Context: an optimization exercise on an open-source flow, tuned for small area and a short achievable clock period. The choices shown serve that exercise and are no tape-out recipe.
Function was checked by simulation only, so behaviour that the tests miss may differ from the original.
No activity file was given, so power comes from the tool's default toggle rates.

==> design/flow/design.v <==
module rf_hold (
    input  logic q,
    input  logic w,
    input  logic we,
    input  logic keep,
    output logic d
);
    assign d = (q & keep) | (w & we);
endmodule
module rf_sel3 (
    input  logic [2:0] a,
    input  logic [2:0] s,
    output logic       yn
);
    assign yn = ~((a[0] & s[0]) | (a[1] & s[1]) | (a[2] & s[2]));
endmodule
module rf_and3 (
    input  logic a,
    input  logic b,
    input  logic c,
    output logic y
);
    assign y = a & b & c;
endmodule
module rf_sel1 (
    input  logic a,
    input  logic s,
    output logic yn
);
    assign yn = ~(a & s);
endmodule
module rf_rdbit (
    input  logic [30:0] a,
    input  logic [30:0] s,
    output logic        yn
);
    logic [10:0] t;
    genvar k;
    generate
        for (k = 0; k < 10; k++) begin : g_s3
            rf_sel3 u_s3 (.a(a[3*k +: 3]), .s(s[3*k +: 3]), .yn(t[k]));
        end
    endgenerate
    rf_sel1 u_s1 (.a(a[30]), .s(s[30]), .yn(t[10]));
    assign yn = &t;
endmodule
module rf_byp (
    input  logic rd_n,     
    input  logic hit,
    input  logic hit_n,
    input  logic wb_n,     
    output logic y
);
    assign y = ~((rd_n & hit_n) | (wb_n & hit));
endmodule
module regfile_wb (
    input  logic        clk,
    input  logic        rst,
    input  logic        wb_en,
    input  logic [4:0]  wb_addr,
    input  logic [63:0] wb_data,
    input  logic [4:0]  ra_addr,
    input  logic [4:0]  rb_addr,
    output logic [63:0] ra_data,
    output logic [63:0] rb_data,
    input  logic        pend_set,
    input  logic [4:0]  pend_addr,
    output logic        ra_busy,
    output logic        rb_busy,
    output logic [5:0]  pend_cnt
);
    localparam int NR = 31;    
    logic [NR-1:0][63:0] regs_q, regs_d;
    logic [NR-1:0]       vld_q;
    logic [NR-1:0]       pend_q;
    logic [5:0]          cnt_q;
    logic [3:0]    w_lo, a_lo, b_lo;
    logic [7:0]    w_hi, a_hi, b_hi;
    logic [NR-1:0] wdec, pdec;
    genvar g, b;
    generate
        for (g = 0; g < 4; g++) begin : g_lo
            assign w_lo[g] = (wb_addr[1:0] == 2'(g));
            assign a_lo[g] = (ra_addr[1:0] == 2'(g));
            assign b_lo[g] = (rb_addr[1:0] == 2'(g));
        end
        for (g = 0; g < 8; g++) begin : g_hi
            assign w_hi[g] = wb_en && (wb_addr[4:2] == 3'(g));
            assign a_hi[g] = (ra_addr[4:2] == 3'(g));
            assign b_hi[g] = (rb_addr[4:2] == 3'(g));
        end
        for (g = 0; g < NR; g++) begin : g_dec
            assign wdec[g] = w_lo[g % 4] && w_hi[g / 4];
            assign pdec[g] = pend_set && (pend_addr == 5'(g));
        end
    endgenerate
    generate
        for (g = 0; g < NR; g++) begin : g_reg
            for (b = 0; b < 64; b++) begin : g_bit
                rf_hold u_hold (
                    .q    (regs_q[g][b]),
                    .w    (wb_data[b]),
                    .we   (wdec[g]),
                    .keep (~wdec[g]),
                    .d    (regs_d[g][b])
                );
            end
        end
    endgenerate
    always_ff @(posedge clk) begin
        regs_q <= regs_d;
    end
    logic set_inc, clr_dec;
    assign set_inc = |(pdec & ~pend_q);
    assign clr_dec = |(wdec & pend_q & ~pdec);
    always_ff @(posedge clk or posedge rst) begin
        if (rst) begin
            vld_q  <= '0;
            pend_q <= '0;
            cnt_q  <= '0;
        end else begin
            vld_q  <= vld_q | wdec;
            pend_q <= (pend_q & ~wdec) | pdec;
            if (set_inc && !clr_dec)
                cnt_q <= cnt_q + 6'd1;
            else if (clr_dec && !set_inc)
                cnt_q <= cnt_q - 6'd1;
        end
    end
    assign pend_cnt = cnt_q;
    localparam int NCP = 4;    
    logic hit_a, hit_b;
    assign hit_a = wb_en && (wb_addr == ra_addr) && (ra_addr != 5'd31);
    assign hit_b = wb_en && (wb_addr == rb_addr) && (rb_addr != 5'd31);
    logic [NCP-1:0][NR-1:0] sel_a, sel_b;
    genvar c;
    generate
        for (c = 0; c < NCP; c++) begin : g_cp
            for (g = 0; g < NR; g++) begin : g_sel
                rf_and3 u_sa (.a(a_lo[g % 4]), .b(a_hi[g / 4]), .c(vld_q[g]), .y(sel_a[c][g]));
                rf_and3 u_sb (.a(b_lo[g % 4]), .b(b_hi[g / 4]), .c(vld_q[g]), .y(sel_b[c][g]));
            end
        end
    endgenerate
    logic [63:0] wb_n;
    assign wb_n = ~wb_data;
    generate
        for (b = 0; b < 64; b++) begin : g_rd
            logic [NR-1:0] col;
            logic          ra_n, rb_n;
            for (g = 0; g < NR; g++) begin : g_col
                assign col[g] = regs_q[g][b];
            end
            rf_rdbit u_a (.a(col), .s(sel_a[b / (64 / NCP)]), .yn(ra_n));
            rf_rdbit u_b (.a(col), .s(sel_b[b / (64 / NCP)]), .yn(rb_n));
            rf_byp u_ya (.rd_n(ra_n), .hit(hit_a), .hit_n(~hit_a),
                         .wb_n(wb_n[b]), .y(ra_data[b]));
            rf_byp u_yb (.rd_n(rb_n), .hit(hit_b), .hit_n(~hit_b),
                         .wb_n(wb_n[b]), .y(rb_data[b]));
        end
    endgenerate
    logic [31:0] pend_x;
    assign pend_x  = {1'b0, pend_q};
    assign ra_busy = pend_x[ra_addr] && !hit_a;
    assign rb_busy = pend_x[rb_addr] && !hit_b;
endmodule
==> design/flow/flow/run.sh <==
#!/bin/bash
# Standard ORFS layout, with the port buffers made from a regular buffer
# (buf_4) instead of the delay buffer buffer_ports picks by default.
set -euo pipefail
bash standard.sh "BUFFER_PORTS_ARGS=-buffer_cell sky130_fd_sc_hd__buf_4" finish > flow_make.log 2>&1
==> design/flow/standard.sh <==
#!/bin/bash
# synth_recipe.tcl (not shown) runs the flow's synth.tcl, then flattens the netlist and writes it again
# the make line also repeats each setting of config.mk as NAME=value (left out here)
make -C /OpenROAD-flow-scripts/flow DESIGN_CONFIG=/design/flow/config.mk WORK_HOME=/design/flow/orfs CLKGATE_MAP_FILE= SYNTH_SCRIPT=/design/flow/synth_recipe.tcl "${@:-finish}"
==> design/flow/config.mk <==
export PLATFORM = sky130hd
export DESIGN_NAME = regfile_wb
export DESIGN_NICKNAME = regfile_wb
export VERILOG_FILES = /design/flow/design.v
export SDC_FILE = /design/flow/constraint.sdc
export NUM_CORES = 4
export LEC_CHECK = 0
export CAP_MARGIN = 20
export CELL_PAD_IN_SITES_DETAIL_PLACEMENT = 1
export CELL_PAD_IN_SITES_GLOBAL_PLACEMENT = 1
export CORE_MARGIN = 2
export CORE_UTILIZATION = 35
export SETUP_SLACK_MARGIN = 2.5
export SLEW_MARGIN = 20
export SYNTH_HIERARCHICAL = 1
==> design/flow/constraint.sdc <==
create_clock -name core_clock -period 7.5 [get_ports {clk}]
set_input_delay 1.5000 -clock core_clock [delete_from_list [all_inputs] [get_ports {clk}]]
set_output_delay 1.5000 -clock core_clock [all_outputs]
set_load 0.01 [all_outputs]
==> impl_metrics.py, run 1 <==
metrics = {
    "clocking": {
        "clkTransAtPathRegs_ns": 0.07,
        "clock_sinks": 2052,
        "cts_tree": "yes",
        "cts.htree.levels": 4,
        "cts_max_path_buffers": 3,
        "clockRootBuffer": "clkbuf_16",
        "insertion_delay_ns": 0.90,
        "cts-buffers-inserted": 222,
        "cts_hold_buf": 0,
    },
    "setup_path": {
        "arrival_ns": 4.30,
        "critical_path.max_stage_delay_ns": 0.70,
        "cpLargestDelayFamily": "simple AND/OR/NAND/NOR gates",
        "path_cells": "clkbuf_16 -> and3b_4 -> and3_4 -> buf_12 -> a222oi_1 -> nand4_1 -> nor3_2 -> a22oi_2 -> buf_4",
        "path_buf_inv": 3,
        "critical_path_class": "in2out",
        "crit_required_ns": 6.00,
        "endpoint_kind": "output pin",
        "cp_max_fo": 11,
        "slowest_stage": "nand4_1",
        "cp-start-kind": "primary input",
    },
    "flow_run": {
        "drv_cap": 0,
    },
    "global_route": {
        "antenna_found_initial": 35,
        "grt_pass1_vias": 86200,
        "overflow": 0,
        "track_usage": 0.397,
        "grt_first_pass_wirelength_mm": 678,
        "grt_max_degree": 68,
    },
    "sta": {
        "timing.fmax_mhz": 173,
        "tns_ns": 0,
        "tightest_slew_ns": 1.28,
        "holdWs_ns": 0.444,
        "hold_viol": 0,
        "setup_viol": 0,
        "drv_slew": 0,
        "rsz0062_at_grt": "yes",
        "slew_headroom": 0.145,
        "fin_skew_ns": 0.00730,
        "fin_crit_ns": 5.80,
        "finalCritPeriodShare": 0.773,
    },
    "placed_design": {
        "dp.cells": 10300,
        "numPortBuffers": 223,
        "place_congestion": 0.899,
        "dp_hpwl_mm": 274,
    },
    "yosys": {
        "synth.avg_cell_area_sq_um": 12.0,
        "ys_ff_latch": 2052,
        "synth_fp_nets": 6910,
        "syn-instance-count": 6816,
        "synth_area_sq_um": 81700,
        "ys.flop_type": "dfxtp_1",
        "yosysSeqAreaShare": 0.507,
        "synth_cell_type_count": 53,
        "synth_edf_count": 0,
        "yosys_warnings": 7,
        "async_reset_ff_frac": 0.0331,
    },
    "route": {
        "drc": 0,
        "dr_total_vias": 88600,
        "dr.pass1.iters": 14,
        "routed_wl_mm": 500,
        "ant_nets": 0,
        "drt_iter0_markers": 18900,
        "wl_per_cell_microns": 44.5,
        "viasPerCell": 7.88,
    },
    "cells_and_area": {
        "multi_input_area_sq_um": 41900,
        "syn2layout_area_growth_pct": 28.8,
        "nets": 8035,
        "drive_gt1_frac": 0.238,
        "fill_cells": 23900,
        "fin_cells": 11200,
        "register_area_sq_um": 41400,
    },
    "worst_hold_path": {
        "hold_class": "in2async",
    },
    "die": {
        "initial_core_util": 0.352,
        "top_level_ports": 224,
        "design.core.area_sq_um": 232000,
        "dieArea_sq_um": 237000,
        "die_h_microns": 487,
        "rows": 177,
        "die_w_microns": 487,
    },
    "power_and_ir_drop": {
        "p_per_area_nw_per_um2": 300,
        "peakVddDrop_mv": 0.176,
        "leakagePower_nw": 41.0,
        "total_power_w": 0.0316,
    },
    "run_status": {
        "status": "no timing/DRC/antenna violations",
    },
}
==> synthesized netlist by cell type, types with 4 or more instances <==
cell type	number	area, sq um
a21oi_1	4	20.0
mux4_2	16	360
nor2_1	10	37.5
nor3_1	11	55.1
nand2_1	203	762
a22oi_2	128	1600
ha_1	5	62.6
xnor2_1	4	35.0
o21ai_0	35	175
a222oi_1	1281	12800
a211o_1	4	35.0
o21ai_1	6	30.0
nand3_1	133	666
o2111ai_1	32	280
nand4_1	266	1660
xor2_1	8	70.1
nor3b_1	6	45.0
or4_1	4	30.0
nand2b_1	33	206
inv_1	99	372
a22o_1	1984	17400
dfxtp_1	1984	39700
buf_2	9	45.0
nor2b_1	10	62.6
clkbuf_1	37	139
nor3_2	128	1280
and3b_1	4	35.0
dfrtp_1	68	1700
mux2i_1	7	70.1
o22ai_1	6	37.5
and3_1	250	1560
nand4b_1	4	35.0
==> sequential cells by signal, summed over array words and instances (netlist names) <==
| name | cells |
|---|---|
| pend_q | 31 |
| regs_q | 1984 |
| vld_q | 31 |
| cnt_q | 6 |
==> layout make-up <==
| type | count | area share |
|---|---|---|
| multi-input cells | 4645 | 0.398 |
| flip-flops and latches | 2052 | 0.393 |
| repair buffers | 921 | 0.0936 |
| clock buffers | 324 | 0.0628 |
| well taps | 3043 | 0.0362 |
| clock inverters | 88 | 0.00946 |
| inverters | 99 | 0.00427 |
| diodes | 76 | 0.00181 |
==> kinds of logic after synthesis <==
| logic type | after synthesis | share of synthesized area |
|---|---|---|
| AOI/OAI and AO/OA | 3492 | 0.397 |
| xor gates and xnor gates | 12 | 0.00129 |
| adders and majority gates | 6 | 0.00101 |
| buffers and inverters | 148 | 0.00712 |
| DFF | 2052 | 0.507 |
| muxes | 24 | 0.00540 |
| and+or+nand+nor | 1082 | 0.0811 |
==> layout by cell type (no fill, tap or decap), types with 7 or more instances in the layout <==
| master | instances |
|---|---|
| clkinv_2 | 57 |
| and3_2 | 22 |
| mux4_2 | 16 |
| dfxtp_1 | 1984 |
| nand3_1 | 130 |
| a222oi_1 | 1281 |
| buf_12 | 107 |
| nor3_1 | 7 |
| clkinvlp_4 | 13 |
| dfrtp_1 | 67 |
| nand2_4 | 32 |
| mux2i_1 | 7 |
| o21ai_0 | 33 |
| buf_6 | 101 |
| nor3_4 | 48 |
| and3b_4 | 8 |
| buf_8 | 28 |
| a22oi_2 | 128 |
| and3_1 | 26 |
| buf_16 | 37 |
| clkbuf_8 | 57 |
| nand2b_1 | 33 |
| nand4_1 | 266 |
| a22o_1 | 1984 |
| clkbuf_1 | 40 |
| diode_2 | 76 |
| nand2_1 | 171 |
| o2111ai_1 | 32 |
| and3_4 | 220 |
| bufinv_16 | 19 |
| buf_4 | 632 |
| clkbuf_16 | 237 |
| nor3_2 | 84 |
| inv_1 | 65 |
| inv_4 | 25 |
==> Yosys stat by module (local to each module, per instance) <==
module | cells inside | times used | flip-flops and latches
rf_byp | 1 | 128 | 0
rf_sel3 | 1 | 1280 | 0
rf_rdbit | 4 | 128 | 0
rf_hold | 1 | 1984 | 0
rf_and3 | 1 | 248 | 0
rf_sel1 | 1 | 128 | 0
regfile_wb | 2536 | 1 | 2052
==> timing repair <==
| item | 4_1_cts | 5_1_grt |
|---|---|---|
| cloned | 56 | 13 |
| buffers inserted | 273 | 89 |
| endpoints found under the setup margin | 130 | 130 |
| gates resized for setup | 776 | 114 |
| pin swaps | 523 | 261 |
==> path summary, 6_finish.rpt <==
| check | cells after the start | slack, ns | endpoint | from |
|---|---|---|---|---|
| min in group core_clock | 1 | 0.48 | cnt_q[5]$_DFFE_PP0P_ | cnt_q[5]$_DFFE_PP0P_ |
| hold reg to reg | 1 | 0.48 | cnt_q[5]$_DFFE_PP0P_ | cnt_q[5]$_DFFE_PP0P_ |
| hold / removal | 2 | 0.44 | pend_q[10]$_DFF_PP0_ | rst |
| setup / recovery | 9 | 1.70 | ra_data[15] | ra_addr[4] |
| setup reg to reg | 13 | 4.13 | cnt_q[5]$_DFFE_PP0P_ | pend_q[5]$_DFF_PP0_ |
| max in group asynchronous | 3 | 5.73 | vld_q[17]$_DFF_PP0_ | rst |
==> power breakdown <==
group          total [W]  switching [W]  internal [W]  leakage (nW)
combinational    0.00468        0.00208       0.00260          19.9
clock             0.0116        0.00491       0.00674          3.77
sequential        0.0153        0.00218        0.0131          17.3
total             0.0316        0.00916        0.0224          41.0
==> worst reg2reg max path, delay by kind of cell (launching register included) <==
family                     cells  cell delay, ns
muxes                          2            0.74
xor gates and xnor gates       1            0.17
AOI/OAI and AO/OA              6            0.97
buffers and inverters          1            0.16
and+or+nand+nor                1            0.07
DFF                            1            0.47
adders and majority gates      2            0.66
==> metrics by stage <==
| stage | utilization | area, sq um | setup WS (ns) |
|---|---|---|---|
| 2_1_floorplan | - | 81800 | 1.25 |
| 3_3_place_gp | 0.386 | 89700 | 0.860 |
| 3_5_place_dp | 0.386 | 89700 | 0.865 |
| 4_1_cts | 0.446 | 104000 | 2.14 |
| 5_1_grt | 0.453 | 105000 | 1.86 |
| 6_report | 0.453 | 105000 | 1.70 |
==> layer usage <==
metal	vias to the layer above	routed length (microns)	part of all wire	GRT usage
met1	45200	187000	0.37	0.487
met3	2030	70700	0.14	0.162
li1	33800	-	-	-
met4	41	35200	0.070	0.249
met5	-	873	0.0017	0.0280
met2	7505	207000	0.41	0.570
==> run 2: changes to the inputs <==
--- a/design/flow/config.mk
+++ b/design/flow/config.mk
@@ -11,3 +11,3 @@
 export CORE_MARGIN = 2
-export CORE_UTILIZATION = 35
+export CORE_UTILIZATION = 40
 export SETUP_SLACK_MARGIN = 2.5
==> impl_metrics.py, run 2 <==
metrics = {
    "power_and_ir_drop": {
        "peakVddDrop_mv": 0.286,
        "p_per_area_nw_per_um2": 305,
        "leakagePower_nw": 40.4,
    },
    "yosys": {
        "synth_area_sq_um": 81700,
        "synth_top_cells_by_count": "1984 x a22o_1, 1984 x dfxtp_1, 1281 x a222oi_1, 266 x nand4_1, 250 x and3_1",
        "synth_top_area_frac": 0.486,
        "synth_cell_type_count": 53,
        "ys_ff_latch": 2052,
        "synth.avg_cell_area_sq_um": 12.0,
        "yosys_warnings": 7,
        "ys.flop_type": "dfxtp_1",
        "synth_edf_count": 0,
        "yosysSeqAreaShare": 0.507,
        "synth_area_leader_cell": "dfxtp_1",
        "syn-instance-count": 6816,
        "async_reset_ff_frac": 0.0331,
        "synth_fp_nets": 6910,
        "synth_area_leaders": "dfxtp_1 49%, a22o_1 21%, a222oi_1 16%",
    },
    "worst_hold_path": {
        "hold_class": "reg2reg",
    },
    "placed_design": {
        "dp_hpwl_mm": 281,
        "place_congestion": 0.920,
        "numPortBuffers": 223,
    },
    "clocking": {
        "clkTransAtPathRegs_ns": 0.06,
        "cts_hold_buf": 0,
        "insertion_delay_ns": 0.89,
        "cts_tree": "yes",
        "clockRootBuffer": "clkbuf_16",
        "cts.htree.levels": 4,
        "clock_sinks": 2052,
        "cts_max_path_buffers": 3,
        "cts-buffers-inserted": 224,
    },
    "route": {
        "dr_total_vias": 87700,
        "viasPerCell": 8.15,
        "drt_iter0_markers": 18600,
        "routed_wl_mm": 489,
        "drc": 0,
        "dr.pass1.iters": 17,
        "wl_per_cell_microns": 45.5,
        "ant_nets": 0,
    },
    "run_status": {
        "status": "no timing/DRC/antenna violations",
    },
    "die": {
        "rows": 165,
        "design.core.area_sq_um": 203000,
        "die_w_microns": 456,
        "dieArea_sq_um": 208000,
        "initial_core_util": 0.403,
        "die_h_microns": 456,
        "top_level_ports": 224,
    },
    "sta": {
        "slew_headroom": 0.223,
        "timing.fmax_mhz": 176,
        "setup_viol": 0,
        "finalCritPeriodShare": 0.758,
        "drv_slew": 0,
        "tightest_slew_ns": 1.17,
        "fin_crit_ns": 5.69,
        "rsz0062_at_grt": "yes",
        "fin_skew_ns": 0.0242,
        "tns_ns": 0,
        "hold_viol": 0,
    },
    "setup_path": {
        "r2r-end": "cnt_q[5]$_DFFE_PP0P_",
        "r2r_start": "pend_q[13]$_DFF_PP0_",
        "arrival_ns": 4.19,
        "crit_required_ns": 6.00,
        "reg2reg_slack_ns": 4.05,
        "cp_max_fo": 6,
        "critical_path_class": "in2out",
        "critPathLaunch": "ra_addr[1]",
        "cp-start-kind": "primary input",
        "endpoint_kind": "output pin",
        "r2r_cells": 13,
        "critPathCapture": "ra_data[45]",
    },
    "flow_run": {
        "drv_cap": 0,
    },
    "cells_and_area": {
        "drive_gt1_frac": 0.227,
        "largest_reg_flops": 1984,
        "largest-register": "regs_q",
        "register_area_sq_um": 41400,
        "syn2layout_area_growth_pct": 26.2,
        "multi_input_area_sq_um": 41500,
        "post-route-util": 0.509,
        "nets": 7970,
        "reg.largest.list": "regs_q: 1984 flops, pend_q: 31 flops, vld_q: 31 flops",
        "fill_cells": 20800,
        "final_cell_mix": "1984 x a22o_1, 1984 x dfxtp_1, 1281 x a222oi_1, 621 x buf_4, 266 x nand4_1",
    },
    "global_route": {
        "track_usage": 0.442,
        "grt_first_pass_wirelength_mm": 666,
        "overflow": 0,
        "grt_pass1_vias": 85200,
        "grt_max_degree": 69,
        "antenna_found_initial": 25,
    },
}
## run 2: cell families (layout without fill, tap and decap cells)
| kind of cell | count (synthesis) | after routing | share of synthesized area |
|---|---|---|---|
| AOI/OAI and AO/OA | 3492 | 3492 | 0.397 |
| DFF | 2052 | 2052 | 0.507 |
| and+or+nand+nor | 1082 | 1101 | 0.0811 |
| buffers and inverters | 148 | 1384 | 0.00712 |
| muxes | 24 | 24 | 0.00540 |
| xor gates and xnor gates | 12 | 12 | 0.00129 |
| adders and majority gates | 6 | 6 | 0.00101 |
| other | 0 | 10 | 0 |
## run 2: repair_timing
item | CTS | global route
setup buffers | 189 | 80
pin swaps | 475 | 274
setup endpoints to repair | 128 | 128
cloned | 33 | 11
resized for setup | 637 | 92
## run 2: worst min-delay path by stage
stage	startpoint	cells past startpoint	to
5_1_grt	cnt_q[5]$_DFFE_PP0P_	1	cnt_q[5]$_DFFE_PP0P_
6_report	cnt_q[5]$_DFFE_PP0P_	1	cnt_q[5]$_DFFE_PP0P_
4_1_cts	cnt_q[5]$_DFFE_PP0P_	1	cnt_q[5]$_DFFE_PP0P_
3_3_place_gp	cnt_q[5]$_DFFE_PP0P_	1	cnt_q[5]$_DFFE_PP0P_
3_5_place_dp	cnt_q[5]$_DFFE_PP0P_	1	cnt_q[5]$_DFFE_PP0P_
2_1_floorplan	regs_q[0]$_DFF_P_	1	regs_q[0]$_DFF_P_
## run 2: per-module statistics from Yosys (local to each module, per instance)
module      area (sq um)  flops+latches  times used  cells
rf_rdbit            27.5              0         128      4
rf_byp              12.5              0         128      1
rf_sel1             3.75              0         128      1
regfile_wb         44400           2052           1   2536
rf_hold             8.76              0        1984      1
rf_sel3             10.0              0        1280      1
rf_and3             6.26              0         248      1
## run 2: area by class of cell
cell class	instances	area share
antenna	10	0.000242
clock buffer	331	0.0640
clock inverter	90	0.0103
inverter	99	0.00443
multi-input combinational	4635	0.402
sequential	2052	0.401
tap	2672	0.0324
timing repair buffer	864	0.0852
## run 2: report_power, final
group | internal, W | switching, W | total (W)
logic | 0.00254 | 0.00200 | 0.00455
clock network | 0.00674 | 0.00493 | 0.0117
registers | 0.0131 | 0.00210 | 0.0152
total | 0.0224 | 0.00903 | 0.0314
## run 2: metrics by stage
stage               total power [W]  setup WS, ns  cells  cell area, sq um  hold WS [ns]
floorplan                    0.0175          1.25   6816             81800         0.477
global placement             0.0192          1.13  10000             89600         0.461
detailed placement           0.0194          1.14  10000             89600         0.476
CTS                          0.0311          2.02  10700            102000         0.490
global route                 0.0323          1.90  10700            103000         0.499
finish                       0.0314          1.81  10800            103000         0.483
## run 2: metal layers
metal | up-vias | wire (microns) | track usage
met5 | - | 210 | 0.000918
met4 | 16 | 35900 | 0.290
met3 | 1955 | 64800 | 0.148
met2 | 7364 | 204000 | 0.644
met1 | 44700 | 184000 | 0.556
li1 | 33600 | - | -
## run 2: worst max-delay path: stages
cell and delay, ns:
buf_16 0.14, and2_4 0.24, buf_6 0.14, buf_6 0.12
buf_6 0.12, and3_4 0.20, a222oi_1 0.41, nand4_1 0.58
nor3_2 0.38, a22oi_2 0.13, buf_4 0.20

-- afterwards: timing with drivers on the ports --
No port has a modelled driver above. Below, the same layouts with a new extraction and two added sets of constraints.
Step 1 assumes that a clkbuf_16 drives the clock port and a buf_2 every other input.
Step 2 moves the port delays by t, midway between the first and last clock arrival at a register: inputs arrive t later, outputs are due t later. That takes back most of the time a late clock gives input paths.
a / b / c = ideal / step 1 / step 2; a / b = the first two.
run | t, ns | slack for setup (ns) | worst setup path after step 2 | cell pins on the clock port's net
run 1 | 0.990 | 1.703 / 1.417 / 1.417 | input to output | 1
run 2 | 0.990 | 1.812 / 1.667 / 1.667 | input to output | 1
After both steps setup and hold are still met in every run listed. For run 1, which loses most, drivers alone change the setup slack by -0.286 ns; drivers and shift together by -0.286 ns.
